This design comes from an exercise in tuning for small area, a short achievable clock period and few clock cycles per item on the open sky130 flow, not from production work.
Where RTL was checked, it was by simulation tests only, not by an equivalence proof against the original.
The RTL of runs 2 and 3 was laid out without a check of its function.

==> flow/design.v, too long to show whole: its modules and the start of the top module <==
// module fan_speed_controller_top: 1181 lines
module fan_speed_controller_top (
    input  logic        i_clk,
    input  logic        i_rst_n,
    input  logic        psel,
    input  logic        penable,
    input  logic        pwrite,
    input  logic [4:0]  paddr,
    input  logic [31:0] pwdata,
    output logic [31:0] prdata,
    output logic        pready,
    input  logic        i_s_tvalid,
    output logic        o_s_tready,
    input  logic [23:0] i_s_tdata,
    output logic        o_m_tvalid,
    input  logic        i_m_tready,
    output logic [39:0] o_m_tdata
);
  // ...
==> flow/flow/run.sh <==
#!/bin/bash
# Standard synthesis, then an inverter-pushing pass over the full adders of
# the mapped netlist (flow/invpush.py), then the standard layout from there,
# with plain buffers (not delay buffers) as the port buffers.
set -e
set -o pipefail
cp standard.sh standard_sh_copy.log
bash standard.sh synth > synth_run.log 2>&1
RES=$(dirname "$(find orfs/results -name 1_2_yosys.v | head -1)")
cp "$RES/1_2_yosys.v" 1_2_yosys_standard.v.log
python3 flow/invpush.py 1_2_yosys_standard.v.log 1500 > invpush_out.v 2> invpush.log
cp invpush_out.v "$RES/1_2_yosys.v"
rm -f "$RES/1_synth.odb" "$RES/1_synth.sdc"
sed 's/"\${@:-finish}"/"BUFFER_PORTS_ARGS=-buffer_cell sky130_fd_sc_hd__buf_2" "${@:-finish}"/' standard.sh > standard_ports.sh
cp standard_ports.sh standard_ports_sh_copy.log
bash standard_ports.sh finish > finish_run.log 2>&1
==> flow/flow/invpush.py <==
#!/usr/bin/env python3
# Removes inverters around full-adder cells in a mapped sky130 netlist.
# A full adder is self-dual: fa(~a, ~b, ~c) = (~cout, ~sum). Each fa cell may
# be "flipped" (all three inputs and both outputs complemented); the pass picks
# flips that reduce the number of inverters, then rebuilds the inverters that
# are still needed (one per signal and polarity). Registers are not touched.
import re
import sys
from collections import defaultdict

src = open(sys.argv[1]).read()

inst_re = re.compile(r'^  (sky130_fd_sc_hd__\w+)\s+(\S+(?: )?)\s*\((.*?)\);\n', re.S | re.M)
pin_re = re.compile(r'\.(\w+)\(\s*(.*?)\s*\)(?=\s*(?:,|$))', re.S)

OUT_PINS = {'X', 'Y', 'Q', 'Q_N', 'SUM', 'COUT', 'HI', 'LO'}

cells = []
for m in inst_re.finditer(src):
    typ, name, body = m.group(1), m.group(2), m.group(3)
    pins = [(p, n.strip()) for p, n in pin_re.findall(body)]
    cells.append(dict(typ=typ, name=name, pins=pins, span=m.span()))

# module ports
hdr = re.search(r'module\s+\S+\s*\((.*?)\);', src, re.S)
ports = set()
for m in re.finditer(r'^\s*(input|output)\s+(\[[^\]]*\]\s*)?(.*?);', src, re.M):
    for n in m.group(3).split(','):
        ports.add(n.strip())

def base(net):
    n = net.strip()
    if n.startswith('\\'):
        return n
    return re.sub(r'\[\d+\]$', '', n)

# assigns count as loads of their right-hand side
assign_loads = []
for m in re.finditer(r'^\s*assign\s+(.*?)\s*=\s*(.*?)\s*;', src, re.M):
    assign_loads.append(m.group(2).strip())

driver = {}
for i, c in enumerate(cells):
    for p, n in c['pins']:
        if p in OUT_PINS:
            driver[n] = (i, p)

def is_inv(c):
    return re.match(r'sky130_fd_sc_hd__(inv|clkinv)_\d+$', c['typ']) is not None

def is_fa(c):
    return re.match(r'sky130_fd_sc_hd__fa_\d+$', c['typ']) is not None

pin_of = lambda c, p: dict(c['pins'])[p]

# inverters we may remove: output is not a port and not used by an assign
removable = set()
for i, c in enumerate(cells):
    if is_inv(c):
        y = pin_of(c, 'Y')
        if base(y) in ports or y in assign_loads:
            continue
        removable.add(i)

memo = {}
def resolve(net):
    if net in memo:
        return memo[net]
    d = driver.get(net)
    if d is not None and d[0] in removable:
        r, pol = resolve(pin_of(cells[d[0]], 'A'))
        res = (r, pol ^ 1)
    else:
        res = (net, 0)
    memo[net] = res
    return res

fa_idx = [i for i, c in enumerate(cells) if is_fa(c)]
fa_of_root = {}
for i in fa_idx:
    for p, n in cells[i]['pins']:
        if p in ('SUM', 'COUT'):
            fa_of_root[n] = i

# loads: (cell index, pin, root, pol)
loads = []
for i, c in enumerate(cells):
    if i in removable:
        continue
    for p, n in c['pins']:
        if p in OUT_PINS:
            continue
        r, pol = resolve(n)
        loads.append((i, p, r, pol))

x = defaultdict(int)   # flip per fa cell index
fa_set = set(fa_idx)

by_root = defaultdict(list)
for k, (i, p, r, pol) in enumerate(loads):
    by_root[r].append(k)

def need(k):
    i, p, r, pol = loads[k]
    v = pol
    if i in fa_set:
        v ^= x[i]
    f = fa_of_root.get(r)
    if f is not None:
        v ^= x[f]
    return v

def root_cost(r):
    ks = by_root[r]
    return 1 if any(need(k) for k in ks) else 0

# roots touched by a flip of fa i: its input roots and its output roots
touch = {}
for i in fa_idx:
    rs = set()
    for p, n in cells[i]['pins']:
        if p in OUT_PINS:
            rs.add(n)
        else:
            rs.add(resolve(n)[0])
    touch[i] = rs

def total():
    return sum(root_cost(r) for r in by_root)

before = total()
changed = True
it = 0
while changed and it < 50:
    changed = False
    it += 1
    for i in fa_idx:
        rs = touch[i]
        c0 = sum(root_cost(r) for r in rs)
        x[i] ^= 1
        c1 = sum(root_cost(r) for r in rs)
        if c1 < c0:
            changed = True
        else:
            x[i] ^= 1
# escape local minima: random restarts of single/pair flips, keep the best
import random
rng = random.Random(1)
best = total()
bestx = dict(x)
for rnd in range(int(sys.argv[2]) if len(sys.argv) > 2 else 0):
    i = rng.choice(fa_idx)
    rs = set(touch[i])
    # flip i and its fa neighbours that share a root, then re-settle greedily
    grp = [i] + [fa_of_root[r] for r in touch[i] if r in fa_of_root and rng.random() < 0.5]
    for g in grp:
        x[g] ^= 1
    changed = True
    while changed:
        changed = False
        for j in fa_idx:
            r2 = touch[j]
            c0 = sum(root_cost(r) for r in r2)
            x[j] ^= 1
            c1 = sum(root_cost(r) for r in r2)
            if c1 < c0:
                changed = True
            else:
                x[j] ^= 1
    t = total()
    if t < best:
        best = t
        bestx = dict(x)
    else:
        x.clear()
        x.update(bestx)
after = total()

# rebuild: every load pin gets the root net or its complement
neg_net = {}
new_cells = []
def neg(r):
    if r not in neg_net:
        k = len(neg_net)
        nn = 'ipush_n%d' % k
        neg_net[r] = nn
        ra = r + ' ' if r.startswith('\\') else r
        new_cells.append('  sky130_fd_sc_hd__inv_1 ipush_i%d (\n    .A(%s),\n    .Y(%s)\n  );\n' % (k, ra, nn))
    return neg_net[r]

newpins = {}
for k, (i, p, r, pol) in enumerate(loads):
    newpins[(i, p)] = neg(r) if need(k) else r

out = []
last = 0
for i, c in enumerate(cells):
    s, e = c['span']
    out.append(src[last:s])
    last = e
    if i in removable:
        continue
    parts = []
    for p, n in c['pins']:
        nn = newpins.get((i, p), n)
        if nn.startswith('\\'):
            nn = nn + ' '
        parts.append('    .%s(%s)' % (p, nn))
    out.append('  %s %s (\n%s\n  );\n' % (c['typ'], c['name'].strip() + (' ' if c['name'].startswith('\\') else ''), ',\n'.join(parts)))
tail = src[last:]
decl = ''.join('  wire %s;\n' % nn for nn in neg_net.values())
tail = tail.replace('endmodule', ''.join(new_cells) + 'endmodule', 1)
out.append(tail)
res = ''.join(out)
h = hdr.end()
res = res[:h] + '\n' + decl + res[h:]
sys.stdout.write(res)
sys.stderr.write('invpush: %d fa cells, %d flipped, %d removable inverters, %d inverters after (cost %d -> %d)\n'
                 % (len(fa_idx), sum(x[i] for i in fa_idx), len(removable), len(neg_net), before, after))
==> flow/standard.sh <==
#!/bin/bash
# synth_recipe.tcl (not shown) runs the flow's synth.tcl, then flattens the netlist and writes it again
# the make line also repeats each setting of config.mk as NAME=value (left out here)
make -C /OpenROAD-flow-scripts/flow DESIGN_CONFIG=/design/flow/config.mk WORK_HOME=/design/flow/orfs CLKGATE_MAP_FILE= SYNTH_SCRIPT=/design/flow/synth_recipe.tcl "${@:-finish}"
==> flow/config.mk <==
export PLATFORM = sky130hd
export DESIGN_NAME = fan_speed_controller_top
export DESIGN_NICKNAME = fan_speed_controller_top
export VERILOG_FILES = /design/flow/design.v
export SDC_FILE = /design/flow/constraint.sdc
export NUM_CORES = 4
export LEC_CHECK = 0
export ABC_AREA = 1
export CAP_MARGIN = 20
export CORE_MARGIN = 2
export CORE_UTILIZATION = 50
export SETUP_SLACK_MARGIN = 4.8
export SLEW_MARGIN = 20
==> flow/constraint.sdc <==
create_clock -name core_clock -period 10.0 [get_ports {i_clk}]
set_input_delay 2.0000 -clock core_clock [delete_from_list [all_inputs] [get_ports {i_clk}]]
set_output_delay 2.0000 -clock core_clock [all_outputs]
set_load 0.01 [all_outputs]
==> impl_results.md, run 1 <==
* Max_slew headroom at 32.9%
* CP Max Fanout at 8
* GRT busiest layer: met2
* Met2 Wirelength at 75.9 mm
* DP HPWL at 126 mm
* Max cap viols at 0
* Critical Path Source: r_x[11]$_DFFE_PN_
* TritonRoute pass-1 iters at 6
* Drt drc at 0
* Vias at 43200
* I/O pins at 143
* Worst slew pin tran at 1.01 ns
* CTS root buf: clkbuf_16
* WL met1 at 68.3 mm
* Status: timing/DRC/antenna clean
* Non-clk bufs at 277
* Bufs on Longest Clock Path at 3
* Core Area at 99900 µm²
* N_taps at 1298
* Met3 Use GR at 5.33%
* Clkbuf count at 91
* Fin Setup TNS at 0 ns
* Die area at 103000 µm²
* Commonest non-fill, non-tap cell in the layout: nand2_1
* Critical Path RT at 10.36 ns
* Met1 usage at 41.9%
* First-pass GRT wire length at 247 mm
* Area of the multi-input gates at 32600 µm²
* Gates resized, CTS repair at 79
Testbench counts, summed over its fixed seeds: cycles 13,664, items 12,800.
==> run 2, diff against run 1 <==
--- a/flow/design.v
+++ b/flow/design.v
@@ -1129,17 +1129,17 @@
         if (adv) r_ramp <= ramp_lvl;
     end
     logic        fan_on;
     logic [11:0] lvl;
     logic [18:0] o_fi;
     logic        o_tick, o_chg;
     logic        has_req, fan_nx;
     logic [11:0] req;
-    logic [12:0] rise, fall;
+    logic [13:0] dl, dl_up, dl_dn;
     logic        take;
     always_comb begin
         has_req = 1'b0;
         fan_nx  = fan_on;
         req     = r_ramp;
         if (!fan_on && gt_on10) begin
             has_req = 1'b1;
             fan_nx  = 1'b1;
@@ -1147,21 +1147,22 @@
         end else if (fan_on && lt_off10) begin
             has_req = 1'b1;
             fan_nx  = 1'b0;
             req     = 12'd0;
         end else if (fan_on) begin
             has_req = 1'b1;
         end
     end
-    assign rise = {1'b0, req} - {1'b0, lvl};
-    assign fall = {1'b0, lvl} - {1'b0, req};
-    assign take = has_req &&
-                  ((!rise[12] && rise != 13'd0 && rise >= {5'd0, r_up_db}) ||
-                   (!fall[12] && fall != 13'd0 && fall >= {5'd0, r_down_db}));
+    assign dl    = {2'b0, req} - {2'b0, lvl};
+    assign dl_up = dl - {6'd0, r_up_db};
+    assign dl_dn = dl + {6'd0, r_down_db};
+    assign take  = has_req &&
+                   ((!dl[13] && dl != 14'd0 && !dl_up[13]) ||
+                    (dl[13] && (dl_dn[13] || dl_dn == 14'd0)));
     always_ff @(posedge i_clk) begin
         if (!i_rst_n) begin
             o_valid <= 1'b0;
             fan_on  <= 1'b0;
             lvl     <= 12'd0;
         end else if (adv) begin
             o_valid <= v10;
             if (v10 && k10) begin
==> flow/config.mk (replaced) <==
export PLATFORM = sky130hd
export DESIGN_NAME = fan_speed_controller_top
export DESIGN_NICKNAME = fan_speed_controller_top
export VERILOG_FILES = /design/flow/design.v
export SDC_FILE = /design/flow/constraint.sdc
export NUM_CORES = 4
export LEC_CHECK = 0
export ABC_AREA = 1
export CAP_MARGIN = 20
export CORE_MARGIN = 2
export CORE_UTILIZATION = 40
export SETUP_SLACK_MARGIN = 4.8
export SLEW_MARGIN = 20
==> impl_results.md, run 2 <==
* Worst path buffer plus inverter count at 2 (was 3)
* Buffers added on ports at 115 (unchanged)
* Vias in the first global route at 41700 (was 41800)
* Cell mode on critical path: fa_1 (was nand2_1)
* Final Wtd Congestion at 0.972 (was 0.979)
* GRT Util Overall at 24.9% (was 31.3%)
* Critical-path top delay cell: edfxtp_1 (was fa_1)
* Vias at 42900 (was 43200)
* Worst slew pin tran at 1.19 ns (was 1.01 ns)
* Largest net degree at the start of global routing at 89 (was 80)
* Drt wl/cell at 20.6 µm (was 21.4 µm)
* CP Cell Sequence: clkinvlp_4 > buf_4 > o22ai_1 > xor2_1 > ha_1 > fa_1 > fa_1 > fa_1 > ha_1 > nand2_1 > nor2_1 > nand3_1 > nand3_1 > a21boi_0 > o21ai_1 > a21oi_1 > xnor2_1 (was buf_12 > clkinvlp_4 > o22ai_1 > xor2_1 > fa_1 > fa_1 > fa_1 > fa_1 > ha_4 > nand2_1 > inv_1 > nand3_1 > nor3_4 > nand4_1 > nand3_2 > nand2_1 > nand2_1 > nand2_1 > nand2_1 > nand2_1 > nand2_1 > xor2_2)
* Clock-pin slew on the worst setup and hold paths at 0.06 ns (about the same)
* Regs by FF count: r_u: 35 flops, r_p: 31 flops, r_tu: 31 flops (unchanged)
* RSZ-0062 raised after global routing: true (unchanged)
* Hold_buf cts at 0 (unchanged)
* Chip Width at 357 µm (was 321 µm)
* Beginning of the worst hold path: fi4[17]$_DFFE_PN_ (unchanged)
* # setup viols final at 0 (unchanged)
* WS Path Type: reg2reg (unchanged)
* CTS root buf: clkbuf_16 (unchanged)
* Fin nets at 7080 (was 7138)
* Yosys warning count at 1 (unchanged)
* Area grow syn2layout at 13.9% (was 12.2%)
* Initial antenna violation count at 13 (was 4)
* CP Capture Type: register (unchanged)
* DP HPWL at 126 mm (about the same)
* Tmin final at 5.08 ns (was 5.12 ns)
* CP Data Arrival Time at 5.45 ns (was 5.49 ns)
* Hold/Removal Path Class: reg2reg (unchanged)
* Chip Height at 357 µm (was 321 µm)
* Highest-count cells in the layout ignoring fill and taps: 1030 x nand2_1, 816 x inv_1, 496 x a21oi_1 (was 1060 x nand2_1, 820 x inv_1, 507 x a21oi_1)
* Reg-to-reg endpoint: r_p[24]$_DFFE_PN_ (was r_p[30]$_DFFE_PN_)
* Syn avg cell area at 8.37 µm² (was 8.35 µm²)
* Fin Setup TNS at 0 ns (unchanged)
* Origin of the critical flop-to-flop path: r_x[7]$_DFFE_PN_ (was r_x[11]$_DFFE_PN_)
* TritonRoute pass-1 iters at 6 (unchanged)
* Layout fillers at 12300 (was 9297)
* Storage cell area at 14400 µm² (about the same)
* Bufs on Longest Clock Path at 3 (unchanged)
* Max_slew headroom at 19.7% (was 32.9%)
* Cell family with most CP delay: adder cells (unchanged)
* Starting Density at 40.3% (was 50.3%)
* Iter 0 DRT Violations at 3742 (was 3978)
* Cell count after synthesis at 5947 (was 6017)
* Max Clock Freq at 197 MHz (was 195 MHz)
* H-tree depth at 3 (unchanged)
* I/O pins at 143 (unchanged)
* Core Rows at 129 (was 116)
* Layout cells sized above 1 at 10.2% (was 9.42%)
* Min-Delay Endpoint: fi5[17]$_DFFE_PN_ (unchanged)
* Gr ovfl total at 0 (unchanged)
* Status: timing/DRC/antenna clean (unchanged)
* Final Cycle Share at 50.8% (was 51.2%)
* First-pass GRT wire length at 245 mm (was 247 mm)
* Max cap viols at 0 (unchanged)
* R2R setup slack at 4.92 ns (was 4.88 ns)
* Area of the multi-input gates at 32400 µm² (was 32600 µm²)
* Core Area at 124000 µm² (was 99900 µm²)
* Max Slew Vio Count at 0 (unchanged)
* Number of non-filler instances in the completed layout at 7859 (was 7573)
* Critical Path RT at 10.38 ns (was 10.36 ns)
* TritonCTS clock tree: done (unchanged)
* Top reg by flops: r_u (unchanged)
* Post-route ant nets at 0 (unchanged)
* Number of flip-flops under the largest register name at 35 (unchanged)
* Hold Path Cell Cnt at 0 (unchanged)
* Clock Skews at 0.0343 ns (was 0.0366 ns)
* Register-to-Register Path Depth at 17 (was 22)
* Final WL at 162 mm (about the same)
* Worst setup SP type: register (unchanged)
* CTS sink cnt at 563 (unchanged)
* Final Hold Fails at 0 (unchanged)
* Cell area after synthesis at 49800 µm² (was 50200 µm²)
* Cell count after placement at 7574 (was 7305)
* Number of vias per cell at 5.45 (was 5.70)
* Die area at 127000 µm² (was 103000 µm²)
* CP Max Fanout at 10 (was 8)
* Max incr delay on CP at 0.57 ns (was 0.54 ns)
* Clk latency of the worst-skew pair at 0.65 ns (was 0.64 ns)
* Drt drc at 0 (unchanged)
* CTS Buf Count at 67 (was 69)
* Commonest non-fill, non-tap cell in the layout: nand2_1 (unchanged)
==> run 2: cell types whose count changed in the layout (fill, tap and decap cells not counted), moves of 13 or more <==
cell and delta:
clkinvlp_4 +20, ha_1 -28, ha_4 +15, nand2_1 -30
nand3_1 -36, nand4_1 -14, nor2_1 +26, o21ai_0 -14
o21ai_1 -13
==> run 2: cell type report <==
type,instances,area share (%)
Antenna cell,1,0.00441
Multi-Input combinational cell,4376,57.1
Timing Repair Buffer,286,3.74
Clock buffer,95,3.39
Timing Repair inverter,12,0.154
Clock inverter,25,0.600
Tap cell,1637,3.61
Sequential cell,563,25.4
Inverter,864,6.02
==> run 2: worst max-delay path by stage <==
stage	from	end	slack, ns	cells after the start
final	r_x[7]$_DFFE_PN_	r_p[24]$_DFFE_PN_	4.92	17
after global routing	k5$_SDFFE_PN0N_	r_rem[11]$_DFFE_PN_	4.77	26
after CTS	k5$_SDFFE_PN0N_	r_rem[17]$_DFFE_PN_	4.80	31
after detailed placement	k5$_SDFFE_PN0N_	r_rem[16]$_DFFE_PN_	2.83	29
after global placement	k5$_SDFFE_PN0N_	r_rem[17]$_DFFE_PN_	2.85	29
after floorplan	i_m_tready	o_s_tready	4.85	3
==> run 2: repair_timing <==
| item | 4_1_cts | 5_1_grt |
|---|---|---|
| setup endpoints to repair | 57 | 64 |
| buffers inserted | 50 | 96 |
| gates cloned | 9 | 8 |
| resized for setup | 117 | 163 |
| pin swaps | 17 | 23 |
==> run 2: worst register-to-register path, cell delays in order, from the launching register on <==
cell and delay, ns:
edfxtp_1 0.57, clkinvlp_4 0.20, buf_4 0.21, o22ai_1 0.16, xor2_1 0.17, ha_1 0.26, fa_1 0.47, fa_1 0.52
fa_1 0.48, ha_1 0.42, nand2_1 0.14, nor2_1 0.20, nand3_1 0.10, nand3_1 0.21, a21boi_0 0.19, o21ai_1 0.28
a21oi_1 0.12, xnor2_1 0.14
==> run 2: metrics by stage <==
step	utilization [%]	hold WS [ns]	setup slack, ns	instance area, µm²
finish	45.9	0.409	4.92	56700
floorplan	-	0.400	4.85	49800
global placement	42.0	0.400	2.85	51900
detailed placement	42.0	0.405	2.83	51900
CTS	44.6	0.411	4.80	55100
global route	45.9	0.419	4.77	56700
==> run 2: metal layers <==
layer	track usage, %	wire (µm)	up-vias
met1	33.0	68800	20600
li1	-	-	20400
met5	0	126	-
met3	4.41	11900	339
met4	9.08	6350	20
met2	40.7	74500	1510
==> run 3, diff against run 2 <==
==> flow/flow/run.sh (replaced) <==
#!/bin/bash
# Standard synthesis, then an inverter-pushing pass over the full adders of
# the mapped netlist (flow/invpush.py), then the standard layout from there,
# with plain buffers (not delay buffers) as the port buffers and no dummy
# loads in the clock tree.
set -e
set -o pipefail
cp standard.sh standard_sh_copy.log
bash standard.sh synth > synth_run.log 2>&1
RES=$(dirname "$(find orfs/results -name 1_2_yosys.v | head -1)")
cp "$RES/1_2_yosys.v" 1_2_yosys_standard.v.log
python3 flow/invpush.py 1_2_yosys_standard.v.log 1500 > invpush_out.v 2> invpush.log
cp invpush_out.v "$RES/1_2_yosys.v"
rm -f "$RES/1_synth.odb" "$RES/1_synth.sdc"
sed 's/"\${@:-finish}"/"BUFFER_PORTS_ARGS=-buffer_cell sky130_fd_sc_hd__buf_2" "CTS_ARGS=-sink_clustering_enable -repair_clock_nets -dont_use_dummy_load" "${@:-finish}"/' standard.sh > standard_ports.sh
cp standard_ports.sh standard_ports_sh_copy.log
bash standard_ports.sh finish > finish_run.log 2>&1
==> impl_results.md, run 3 <==
* Chip Height at 357 µm (about the same)
* Number of flip-flops under the largest register name at 35 (unchanged)
* Largest net degree at the start of global routing at 178 (was 89)
* Cell Area, Placed at 52000 µm² (was 51900 µm²)
* DP HPWL at 126 mm (about the same)
* Clk latency of the worst-skew pair at 0.64 ns (was 0.65 ns)
* Clock-pin slew on the worst setup and hold paths at 0.05 ns (was 0.06 ns)
* TritonRoute pass-1 iters at 8 (was 6)
* Initial antenna violation count at 11 (was 13)
* I/O pins at 143 (unchanged)
* CTS Buf Count at 70 (was 67)
* Top reg by flops: r_u (unchanged)
* CTS sink cnt at 563 (unchanged)
* Worst slew pin tran at 1.21 ns (was 1.19 ns)
* Number of vias per cell at 5.45 (about the same)
* Yosys warning count at 1 (unchanged)
* Fin util at 45.8% (was 45.9%)
* Syn avg cell area at 8.36 µm² (was 8.37 µm²)
* CTS root buf: clkbuf_16 (unchanged)
* Max Slew Vio Count at 0 (unchanged)
* Regs by FF count: r_u: 35 flops, r_p: 31 flops, r_tu: 31 flops (unchanged)
* GRT Util Overall at 25.1% (was 24.9%)
* Cell count after synthesis at 5967 (was 5947)
* Core Area at 124000 µm² (unchanged)
* CP Data Arrival Time at 5.43 ns (was 5.45 ns)
* H-tree depth at 3 (unchanged)
* Vias at 42800 (was 42900)
* CP Capture Type: register (unchanged)
* Max Clock Freq at 197 MHz (about the same)
* Fin nets at 7129 (was 7080)
* Vias in the first global route at 41200 (was 41700)
* Cell area after synthesis at 49900 µm² (was 49800 µm²)
* Bufs on Longest Clock Path at 3 (unchanged)
* Clock Skews at 0.0498 ns (was 0.0343 ns)
* Critical Path RT at 10.34 ns (was 10.38 ns)
* Worst setup SP type: register (unchanged)
* Drt drc at 0 (unchanged)
* Cell mode on critical path: a21oi_2 (was fa_1)
* Fin Setup TNS at 0 ns (unchanged)
* Final WL at 163 mm (was 162 mm)
* WS Path Type: reg2reg (unchanged)
* Tmin final at 5.09 ns (was 5.08 ns)
* Final hold slack at 0.379 ns (was 0.409 ns)
* Drt wl/cell at 20.8 µm (was 20.6 µm)
* TritonCTS clock tree: done (unchanged)
* Critical-path top delay cell: dfxtp_4 (was edfxtp_1)
* Layout fillers at 12200 (was 12300)
* Max_slew headroom at 19.2% (was 19.7%)
* Post-route ant nets at 0 (unchanged)
* Max cap viols at 0 (unchanged)
* # setup viols final at 0 (unchanged)
* Layout cells sized above 1 at 10.5% (was 10.2%)
* Buffers added on ports at 115 (unchanged)
* Final Wtd Congestion at 0.967 (was 0.972)
* Post-route cell area at 56600 µm² (was 56700 µm²)
* CP Max Fanout at 18 (was 10)
* Core Rows at 129 (unchanged)
* Starting Density at 40.3% (about the same)
* Final Cycle Share at 50.9% (was 50.8%)
* First-pass GRT wire length at 246 mm (was 245 mm)
* Iter 0 DRT Violations at 3880 (was 3742)
* Max incr delay on CP at 0.41 ns (was 0.57 ns)
* Gr ovfl total at 0 (unchanged)
* Chip Width at 357 µm (about the same)
* Die area at 127000 µm² (about the same)
* RSZ-0062 raised after global routing: false (was true)
* Hold/Removal Path Class: reg2reg (unchanged)
* Highest-count cells in the layout ignoring fill and taps: 1031 x nand2_1, 832 x inv_1, 489 x a21oi_1 (was 1030 x nand2_1, 816 x inv_1, 496 x a21oi_1)
* Status: timing/DRC/antenna clean (unchanged)
* Commonest non-fill, non-tap cell in the layout: nand2_1 (unchanged)
* Area grow syn2layout at 13.5% (was 13.9%)
* Final Hold Fails at 0 (unchanged)
## run 3: cell count changes in the layout (fill, tap and decap cells not counted), sizes merged
cell,before,now
clkinvlp,54,59
inv,828,838
clkbuf,95,73
buf,284,305
clkinv,14,0
bufinv,5,0
nand3,244,245
diode,1,4
## run 3: worst paths after layout
check / startpoint / to / slack, ns / cells past startpoint
setup reg to reg: k5$_SDFFE_PN0N_ / r_rem[16]$_DFFE_PN_ / 4.91 / 30
setup / recovery: k5$_SDFFE_PN0N_ / r_rem[16]$_DFFE_PN_ / 4.91 / 30
hold reg to reg: fi7[0]$_DFFE_PN_ / fi8[0]$_DFFE_PN_ / 0.38 / 0
hold / removal: fi7[0]$_DFFE_PN_ / fi8[0]$_DFFE_PN_ / 0.38 / 0
## run 3: routing by layer
| metal | global-route usage (%) | vias to the layer above | share of wire, % |
|---|---|---|---|
| met4 | 8.35 | 14 | 3.6 |
| li1 | - | 20400 | - |
| met1 | 33.7 | 20500 | 43 |
| met2 | 41.1 | 1514 | 46 |
| met3 | 4.08 | 323 | 7.3 |
| met5 | 0 | - | 0.052 |
## run 3: per-stage QoR
stage | instances | setup WS, ns
after floorplan | 5972 | 4.85
after global placement | 7590 | 2.86
after detailed placement | 7591 | 2.85
after CTS | 7720 | 4.80
after global routing | 7854 | 4.75
final | 7858 | 4.91
## run 3: area by class of cell
type                            instances  area [µm²]  share of cell area [%]
Antenna cell                            4        10.0                  0.0177
Inverter                              884        3500                    6.19
Timing Repair Buffer                  310        2260                    3.99
Timing Repair inverter                 13        90.1                   0.159
Clock buffer                           70        1750                    3.10
Sequential cell                       563       14400                    25.5
Multi-Input combinational cell       4377       32500                    57.5
Tap cell                             1637        2050                    3.62
## run 3: what timing repair did
item,4_1_cts,5_1_grt
gates cloned,12,8
endpoints found under the setup margin,70,75
resized for setup,133,187
hold buffers,0,0
pin swaps,18,24
setup buffers,47,126
## run 3: critical path: cells and delay by family (launching register included)
kind                     cells  cell delay, ns
AO/OA/AOI/OAI                7            1.02
adder cells (fa/ha/maj)      2            0.53
buffers and inverters       10            1.35
flip-flops                   1            0.41
AND/OR/NAND/NOR             11            1.45

-- re-timing with driven ports --
The results above use ideal ports. As a check the final layouts listed here were re-extracted and re-timed, cells and wires unchanged. Step 1 (the two cells are an assumption about what drives the block):
set clk [get_ports {i_clk}]
set_driving_cell -lib_cell sky130_fd_sc_hd__clkbuf_16 $clk
set_driving_cell -lib_cell sky130_fd_sc_hd__buf_2 [delete_from_list [all_inputs] $clk]
Step 2 moves the port delays by t, midway between the first and last clock arrival at a register: inputs arrive t later, outputs are due t later. That takes back most of the time a late clock gives input paths. Slacks: no drivers / after step 1 / after step 2; pairs: no drivers / after step 1.
run	t (ns)	setup slack, ns	worst setup path at the end	latest minus earliest clock arrival (ns)	worst register clock-pin slew, ns
run 1	0.696	4.877 / 4.877 / 4.579	input to register	0.040 / 0.040	0.07 / 0.07
run 2	0.702	4.921 / 4.921 / 4.921	register to register	0.035 / 0.034	0.07 / 0.07
run 3	0.684	4.912 / 4.912 / 4.912	register to register	0.051 / 0.051	0.06 / 0.06
After both steps every run listed still meets setup and hold. The setup slack of run 1, which loses most, moves by 0.000 ns with the drivers and by -0.298 ns with both steps.
